This is an optimization exercise on Yosys and OpenROAD, whose aim is small area, not a production implementation.
The RTL was checked by simulation tests, not by an equivalence proof against the original design.

`flow/design.v`:
```
`timescale 1ns/100ps
package screen_geometry_pkg;
    typedef logic [11-1:0] coord_t;
    typedef enum logic [1:0] {
        REGION_BLANK = 2'd0,     
        REGION_SKULL = 2'd1,     
        REGION_TEXT  = 2'd2      
    } region_t;
endpackage
`timescale 1ns/100ps
package glyph_color_pkg;
    typedef logic [4:0] rgb_t;
    typedef enum logic [4:0] {
        COLOR_BLACK = 5'h00,
        COLOR_RED   = 5'h18,     
        COLOR_WHITE = 5'h1F
    } palette_t;
    typedef enum logic [2:0] {
        GLYPH_G    = 3'd0,
        GLYPH_A    = 3'd1,
        GLYPH_M    = 3'd2,
        GLYPH_E    = 3'd3,
        GLYPH_O    = 3'd4,
        GLYPH_V    = 3'd5,
        GLYPH_R    = 3'd6,
        GLYPH_NONE = 3'd7        
    } glyph_t;
endpackage
`timescale 1ns/100ps
module pixel_region_decode
(
    input  logic    clk,
    input  logic    arst_n,
    input  logic    video_on,
    input  screen_geometry_pkg::coord_t  pixel_x,
    input  screen_geometry_pkg::coord_t  pixel_y,
    output screen_geometry_pkg::region_t region,
    output glyph_color_pkg::glyph_t  glyph,
    output screen_geometry_pkg::coord_t  local_x,
    output screen_geometry_pkg::coord_t  local_y
);
    localparam int TEXT_CELLS = 9;
    localparam int CELL_PITCH = 45 + 10;
    localparam screen_geometry_pkg::coord_t SKULL_X_LO = screen_geometry_pkg::coord_t'(((640 - 80) / 2));
    localparam screen_geometry_pkg::coord_t SKULL_X_HI = screen_geometry_pkg::coord_t'(((640 - 80) / 2) + 80);
    localparam screen_geometry_pkg::coord_t SKULL_Y_LO = screen_geometry_pkg::coord_t'(150);
    localparam screen_geometry_pkg::coord_t SKULL_Y_HI = screen_geometry_pkg::coord_t'(150 + 80);
    localparam screen_geometry_pkg::coord_t TEXT_X_LO  = screen_geometry_pkg::coord_t'(((640 - 9 * 45 - 8 * 10) / 2));
    localparam screen_geometry_pkg::coord_t TEXT_X_HI  = screen_geometry_pkg::coord_t'(((640 - 9 * 45 - 8 * 10) / 2) + TEXT_CELLS * CELL_PITCH - 10);
    localparam screen_geometry_pkg::coord_t TEXT_Y_LO  = screen_geometry_pkg::coord_t'(280);
    localparam screen_geometry_pkg::coord_t TEXT_Y_HI  = screen_geometry_pkg::coord_t'(280 + 70);
    localparam screen_geometry_pkg::coord_t LETTER_SPAN = screen_geometry_pkg::coord_t'(45);
    function automatic logic [2:0] cell_glyph(input int idx);
        case (idx)
            0:       cell_glyph = glyph_color_pkg::GLYPH_G;
            1:       cell_glyph = glyph_color_pkg::GLYPH_A;
            2:       cell_glyph = glyph_color_pkg::GLYPH_M;
            3:       cell_glyph = glyph_color_pkg::GLYPH_E;
            5:       cell_glyph = glyph_color_pkg::GLYPH_O;
            6:       cell_glyph = glyph_color_pkg::GLYPH_V;
            7:       cell_glyph = glyph_color_pkg::GLYPH_E;
            8:       cell_glyph = glyph_color_pkg::GLYPH_R;
            default: cell_glyph = glyph_color_pkg::GLYPH_NONE;
        endcase
    endfunction
    logic    in_skull;
    logic    in_text;
    screen_geometry_pkg::region_t region_d;
    glyph_color_pkg::glyph_t  glyph_d;
    screen_geometry_pkg::coord_t  local_x_d;
    screen_geometry_pkg::coord_t  local_y_d;
    function automatic logic [11-1:0] cell_origin(input int idx);
        cell_origin = screen_geometry_pkg::coord_t'(((640 - 9 * 45 - 8 * 10) / 2) + idx * CELL_PITCH);
    endfunction
    assign in_skull = (pixel_x >= SKULL_X_LO) && (pixel_x < SKULL_X_HI) &&
                      (pixel_y >= SKULL_Y_LO) && (pixel_y < SKULL_Y_HI);
    assign in_text  = (pixel_x >= TEXT_X_LO) && (pixel_x < TEXT_X_HI) &&
                      (pixel_y >= TEXT_Y_LO) && (pixel_y < TEXT_Y_HI);
    always_comb begin
        region_d  = screen_geometry_pkg::REGION_BLANK;
        glyph_d   = glyph_color_pkg::GLYPH_NONE;
        local_x_d = '0;
        local_y_d = '0;
        if (video_on) begin
            if (in_skull) begin
                region_d  = screen_geometry_pkg::REGION_SKULL;
                local_x_d = pixel_x - SKULL_X_LO;
                local_y_d = pixel_y - SKULL_Y_LO;
            end else if (in_text) begin
                region_d  = screen_geometry_pkg::REGION_TEXT;
                local_y_d = pixel_y - TEXT_Y_LO;
                for (int i = 0; i < TEXT_CELLS; i++) begin
                    if ((pixel_x >= cell_origin(i)) &&
                        (pixel_x < cell_origin(i) + LETTER_SPAN)) begin
                        glyph_d   = glyph_color_pkg::glyph_t'(cell_glyph(i));
                        local_x_d = pixel_x - cell_origin(i);
                    end
                end
            end
        end
    end
    always_ff @(posedge clk or negedge arst_n) begin
        if (!arst_n) begin
            region  <= screen_geometry_pkg::REGION_BLANK;
            glyph   <= glyph_color_pkg::GLYPH_NONE;
            local_x <= '0;
            local_y <= '0;
        end else begin
            region  <= region_d;
            glyph   <= glyph_d;
            local_x <= local_x_d;
            local_y <= local_y_d;
        end
    end
endmodule
`timescale 1ns/100ps
module skull_bitmap
(
    input  screen_geometry_pkg::coord_t local_x,
    input  screen_geometry_pkg::coord_t local_y,
    output logic   skull_on
);
    logic [3:0]  col;
    logic [3:0]  row;
    logic [15:0] row_mask;       
    assign col = 4'(local_x / screen_geometry_pkg::coord_t'(5));
    assign row = 4'(local_y / screen_geometry_pkg::coord_t'(5));
    always_comb begin
        case (row)
            4'd0:    row_mask = 16'b0000_1111_1111_0000;
            4'd1:    row_mask = 16'b0011_0000_0000_1100;
            4'd2:    row_mask = 16'b0100_0000_0000_0010;
            4'd3:    row_mask = 16'b1000_0000_0000_0001;
            4'd4:    row_mask = 16'b1111_1111_1111_1111;
            4'd5,
            4'd6,
            4'd7:    row_mask = 16'b1110_0001_1000_0111;
            4'd8:    row_mask = 16'b1111_1111_1111_1111;
            4'd9:    row_mask = 16'b1111_1110_0111_1111;      
            4'd10,
            4'd11:   row_mask = 16'b1111_1111_1111_1111;
            4'd12:   row_mask = 16'b1010_1010_0101_0101;      
            4'd13:   row_mask = 16'b0100_0000_0000_0010;
            4'd14:   row_mask = 16'b0011_0000_0000_1100;
            default: row_mask = 16'b0000_1111_1111_0000;
        endcase
    end
    assign skull_on = row_mask[col];
endmodule
`timescale 1ns/100ps
module letter_glyph
(
    input  glyph_color_pkg::glyph_t glyph,
    input  screen_geometry_pkg::coord_t local_x,
    input  screen_geometry_pkg::coord_t local_y,
    output logic   letter_on
);
    localparam int W    = 45;
    localparam int H    = 70;
    localparam int S    = 9;
    localparam int HALF = H / 2;     
    int   x;
    int   y;
    int   m_diag;                    
    int   v_diag;
    int   r_diag;
    logic top_bar;
    logic bottom_bar;
    logic left_bar;
    logic right_bar;
    logic mid_bar;
    logic lower_half;
    assign x = int'(local_x);
    assign y = int'(local_y);
    assign top_bar    = y < S;
    assign bottom_bar = y >= H - S;
    assign left_bar   = x < S;
    assign right_bar  = x >= W - S;
    assign mid_bar    = (y >= HALF - 10 / 2) && (y < HALF + 10 / 2);
    assign lower_half = y >= HALF;
    assign m_diag = (y * (W / 2 - S)) / HALF;
    assign v_diag = (y * (W / 2 - S / 2)) / H;
    assign r_diag = ((y - HALF) * (W - 2 * S)) / HALF;      
    always_comb begin
        letter_on = 1'b0;
        case (glyph)
            glyph_color_pkg::GLYPH_G: begin
                letter_on = top_bar || left_bar || bottom_bar ||
                            (right_bar && lower_half) ||
                            (lower_half && (y < HALF + S) && (x >= W / 2));     
            end
            glyph_color_pkg::GLYPH_A: begin
                letter_on = top_bar || mid_bar || left_bar || right_bar;
            end
            glyph_color_pkg::GLYPH_M: begin
                if (left_bar || right_bar) begin
                    letter_on = 1'b1;
                end else if (!lower_half) begin
                    letter_on = ((x >= m_diag + S) && (x < m_diag + 2 * S)) ||
                                ((x >= W - 2 * S - m_diag) && (x < W - S - m_diag));
                end
            end
            glyph_color_pkg::GLYPH_E: begin
                letter_on = top_bar || mid_bar || bottom_bar || left_bar;
            end
            glyph_color_pkg::GLYPH_O: begin
                letter_on = ((top_bar || bottom_bar) && !left_bar && !right_bar) ||
                            ((left_bar || right_bar) && !top_bar && !bottom_bar);
            end
            glyph_color_pkg::GLYPH_V: begin
                letter_on = ((x >= v_diag) && (x < v_diag + S)) ||
                            ((x >= W - S - v_diag) && (x < W - v_diag));
            end
            glyph_color_pkg::GLYPH_R: begin
                if (left_bar || top_bar || mid_bar || (right_bar && !lower_half)) begin
                    letter_on = 1'b1;
                end else if (lower_half) begin
                    letter_on = (x >= S + r_diag) && (x < 2 * S + r_diag);
                end
            end
            default: letter_on = 1'b0;      
        endcase
    end
endmodule
`timescale 1ns/100ps
module pixel_color_stage
(
    input  logic    clk,
    input  logic    arst_n,
    input  screen_geometry_pkg::region_t region,
    input  logic    skull_on,
    input  logic    letter_on,
    output glyph_color_pkg::rgb_t    vga_rgb
);
    glyph_color_pkg::palette_t color_d;
    always_comb begin
        color_d = glyph_color_pkg::COLOR_BLACK;
        case (region)
            screen_geometry_pkg::REGION_SKULL: if (skull_on) color_d = glyph_color_pkg::COLOR_WHITE;
            screen_geometry_pkg::REGION_TEXT:  if (letter_on) color_d = glyph_color_pkg::COLOR_RED;
            default:      color_d = glyph_color_pkg::COLOR_BLACK;
        endcase
    end
    always_ff @(posedge clk or negedge arst_n) begin
        if (!arst_n) begin
            vga_rgb <= glyph_color_pkg::rgb_t'(glyph_color_pkg::COLOR_BLACK);
        end else begin
            vga_rgb <= glyph_color_pkg::rgb_t'(color_d);
        end
    end
endmodule
`timescale 1ns/100ps
module game_over_screen
(
    input  logic   clk,
    input  logic   arst_n,
    input  logic   video_on,
    input  screen_geometry_pkg::coord_t pixel_x,
    input  screen_geometry_pkg::coord_t pixel_y,
    output glyph_color_pkg::rgb_t   vga_rgb
);
    screen_geometry_pkg::region_t region;
    glyph_color_pkg::glyph_t  glyph;
    screen_geometry_pkg::coord_t  local_x;
    screen_geometry_pkg::coord_t  local_y;
    logic    skull_on;
    logic    letter_on;
    pixel_region_decode u_decode (
        .clk      (clk),
        .arst_n   (arst_n),
        .video_on (video_on),
        .pixel_x  (pixel_x),
        .pixel_y  (pixel_y),
        .region   (region),
        .glyph    (glyph),
        .local_x  (local_x),
        .local_y  (local_y)
    );
    skull_bitmap u_skull (
        .local_x  (local_x),
        .local_y  (local_y),
        .skull_on (skull_on)
    );
    letter_glyph u_letter (
        .glyph     (glyph),
        .local_x   (local_x),
        .local_y   (local_y),
        .letter_on (letter_on)
    );
    pixel_color_stage u_color (
        .clk       (clk),
        .arst_n    (arst_n),
        .region    (region),
        .skull_on  (skull_on),
        .letter_on (letter_on),
        .vga_rgb   (vga_rgb)
    );
endmodule
```
`flow/run.sh`:
```
#!/bin/bash
# synth_recipe.tcl (not shown) runs the flow's synth.tcl, then flattens the netlist and writes it again
# the make line also repeats each setting of config.mk as NAME=value (left out here)
make -C /OpenROAD-flow-scripts/flow DESIGN_CONFIG=/design/flow/config.mk WORK_HOME=/design/flow/orfs CLKGATE_MAP_FILE= SYNTH_SCRIPT=/design/flow/synth_recipe.tcl finish
```
`flow/config.mk`:
```
export PLATFORM = sky130hd
export DESIGN_NAME = game_over_screen
export DESIGN_NICKNAME = game_over_screen
export VERILOG_FILES = /design/flow/design.v
export SDC_FILE = /design/flow/constraint.sdc
export NUM_CORES = 4
export LEC_CHECK = 0
export CAP_MARGIN = 20
export CORE_MARGIN = 2
export CORE_UTILIZATION = 40
export SLEW_MARGIN = 20
```
`flow/constraint.sdc`:
```
create_clock -name core_clock -period 25.0 [get_ports {clk}]
set_input_delay 5.0000 -clock core_clock [delete_from_list [all_inputs] [get_ports {clk}]]
set_output_delay 5.0000 -clock core_clock [all_outputs]
set_load 0.01 [all_outputs]
```
==> impl_metrics.ini <==
[final_layout]
area_growth_pct = 4.79
drive_gt1_share_pct = 6.94
nets = 4105
post-route-util_pct = 42.3

[cts]
clock_latency_ns = 0.28
ctsResizeCount = 0
clkTransAtPathRegs_ns = 0.06
htree_levels = 2
cts.sinks = 29
cts.path.max_buffers = 2
cts_buffers = 5
cts_tree = built
hold_buffers = 0
postCtsSetupBuffers = 0
clock-root-buffer = clkbuf_16

[floorplanning]
initial_utilization_pct = 40.4
die_w_um = 262
core_area_um2 = 65700
num_rows = 94
die_area_um2 = 68500
die_y_um = 262
pin_count = 30

[worst_hold_path]
hold_depth = 4
hp-class = flip-flop to flip-flop

[timing]
tns_ns = 0
timing.slew.headroom_pct = 24.8
slew_violations = 0
worst_pin_slew_ns = 1.12
skew_ns = 0.00882
finalSetupViolCount = 0
hold_viol = 0
layout_min_cycle_time_ns = 21.11
max_freq_mhz = 47.4
fin_crit_sh_pct = 84.4
rsz0062_at_grt = no

[run_status]
status = finished clean

[detailed_routing]
avgViaCountPerCell = 6.34
drc_errors = 0
wl_um = 88100
vias = 29500
wire_per_inst_um = 18.9
firstDrtPassIters = 6
ant_nets = 0
initialDrtViolationCount = 2919

[grt]
grt_start_max_net_pins = 32
grt_pass1_wl_um = 143000
grt_use_total_pct = 24.9
antenna_found_initial = 2
grt-ovfl-total = 0
grt_pass1_vias = 26400

[critical_path]
worstPathRequired_ns = 25.14
cp-start-kind = flip-flop
max_stage_delay_ns = 0.71
worstPathArrival_ns = 21.25
reg2reg_depth = 76
path_class = flip-flop to flip-flop
critPathMostFrequentCell = o21ai_0
crit_path_end_kind = flip-flop
critPathMaxFanout = 31
worst_path_max_delay_cell = dfrtp_1

[synthesis]
yosysUniqueCellTypes = 141
syn_inst = 3855
synth_top_area_share_pct = 12.7
synth-edff-count = 0
post-synth-top-count-cell = nand2_1
synthArstFlopShare_pct = 100
synth_largest_area_cell = ha_1
avgSynthCellArea_um2 = 6.89
synth_area_leaders = ha_1 (13%), xnor2_1 (7.4%), a21oi_1 (5.8%)
netlist_area_um2 = 26600
synth_top_flop_cell = dfrtp_1
synth_seq_cells = 29
synth_seq_area_share_pct = 2.75
yosys_warnings = 4
synthTopCellsByCount = nand2_1 (370), nor2_1 (334), a21oi_1 (310)

[placement]
portBuffers = 29
routabilityCongestion = 0.956
hpwl_um = 70200

[flow_run]
cap_violations = 0
-- layout by cell type, fill, tap and decap left out, types with 76 or more instances in the layout --
cell type,count
a21oi_1,310
nor2_1,334
o21ai_0,254
nand2_1,370
xnor2_1,225
nand3_1,124
inv_1,169
ha_1,269
xor2_1,76
nor3_1,104
-- per-stage QoR --
| step | setup WS [ns] | cell area [um2] | hold slack [ns] | instances |
|---|---|---|---|---|
| 5_1_grt | 2.11 | 27800 | 0.777 | 4651 |
| 4_1_cts | 4.17 | 27800 | 0.719 | 4651 |
| 2_1_floorplan | 8.02 | 26600 | 0.605 | 3856 |
| 3_5_place_dp | 4.25 | 27600 | 0.709 | 4643 |
| 3_3_place_gp | 4.16 | 27600 | 0.696 | 4642 |
| 6_report | 3.89 | 27800 | 0.713 | 4652 |
-- worst max-delay path: cells and delay by family, from the launching register on --
kind,cells,cell delay (ns)
buffers and inverters,4,0.72
AND/OR/NAND/NOR,17,3.07
adder cells (fa/ha/maj),11,3.91
flip-flops,1,0.71
XOR/XNOR,4,0.89
AO/OA/AOI/OAI,38,10.60
multiplexers,2,0.98
-- final cells by class --
type	count	area [um2]
antenna	1	2.50
sequential	29	729
clock inverter	2	37.5
clock buffer	6	139
multi-input combinational	3500	24500
tap	864	1080
timing repair buffer	72	613
inverter	178	677
fill	6910	37900
-- worst paths after layout --
check | start | endpoint | slack, ns
worst min register to register | u_decode.region[1]$_DFF_PN0_ | u_color.vga_rgb[3]$_DFF_PN0_ | 0.71
worst min-delay path | u_decode.region[1]$_DFF_PN0_ | u_color.vga_rgb[3]$_DFF_PN0_ | 0.71
worst max register to register | u_decode.local_y[4]$_DFF_PN0_ | u_color.vga_rgb[3]$_DFF_PN0_ | 3.89
min in group asynchronous | arst_n | u_decode.local_x[8]$_DFF_PN0_ | 5.12
max in group asynchronous | arst_n | u_decode.glyph[2]$_DFF_PN1_ | 19.53
worst max-delay path | u_decode.local_y[4]$_DFF_PN0_ | u_color.vga_rgb[3]$_DFF_PN0_ | 3.89
-- cells by family after synthesis --
kind of cell / share of synthesized area, %
AND/OR/NAND/NOR: 27.4
AO/OA/AOI/OAI: 36.4
buffers and inverters: 4.94
XOR/XNOR: 10.5
adder cells (fa/ha/maj): 14.7
multiplexers: 3.34
flip-flops: 2.75
other: 0.0141
-- layer usage --
| layer | global-route usage, % | vias to the layer above | part of all wire [%] |
|---|---|---|---|
| li1 | - | 14400 | - |
| met5 | 0 | - | 0 |
| met4 | 4.56 | 0 | 1.8 |
| met2 | 38.2 | 1109 | 43 |
| met3 | 2.27 | 123 | 6.6 |
| met1 | 37.6 | 13800 | 49 |
-- sequential cells by signal, summed over array words and instances (netlist names) --
signal,count
u_decode.local_x,11
u_decode.region,2
u_decode.glyph,3
u_color.vga_rgb,2
u_decode.local_y,11

-- re-timing with driven ports --
The results above use ideal ports. As a check the final layout listed here was re-extracted and re-timed, cells and wires unchanged. Step 1 assumes that a clkbuf_16 drives the clock port and a buf_2 every other input. Step 2 times the ports against the registers' clock, not the clock port: input delays grow and output delays shrink by t, the midpoint of the rising clock arrivals with the driver on. a / b / c = ideal ports / drivers / drivers and shift; a / b = the first two.
t (ns): 0.319
setup WS [ns]: 3.891 / 3.891 / 3.891
hold WS [ns]: 0.713 / 0.713 / 0.713
pins driven straight from the clock port: 1
After both steps this run still meets setup and hold. The setup slack of this run moves by 0.000 ns with the drivers and by 0.000 ns with both steps.
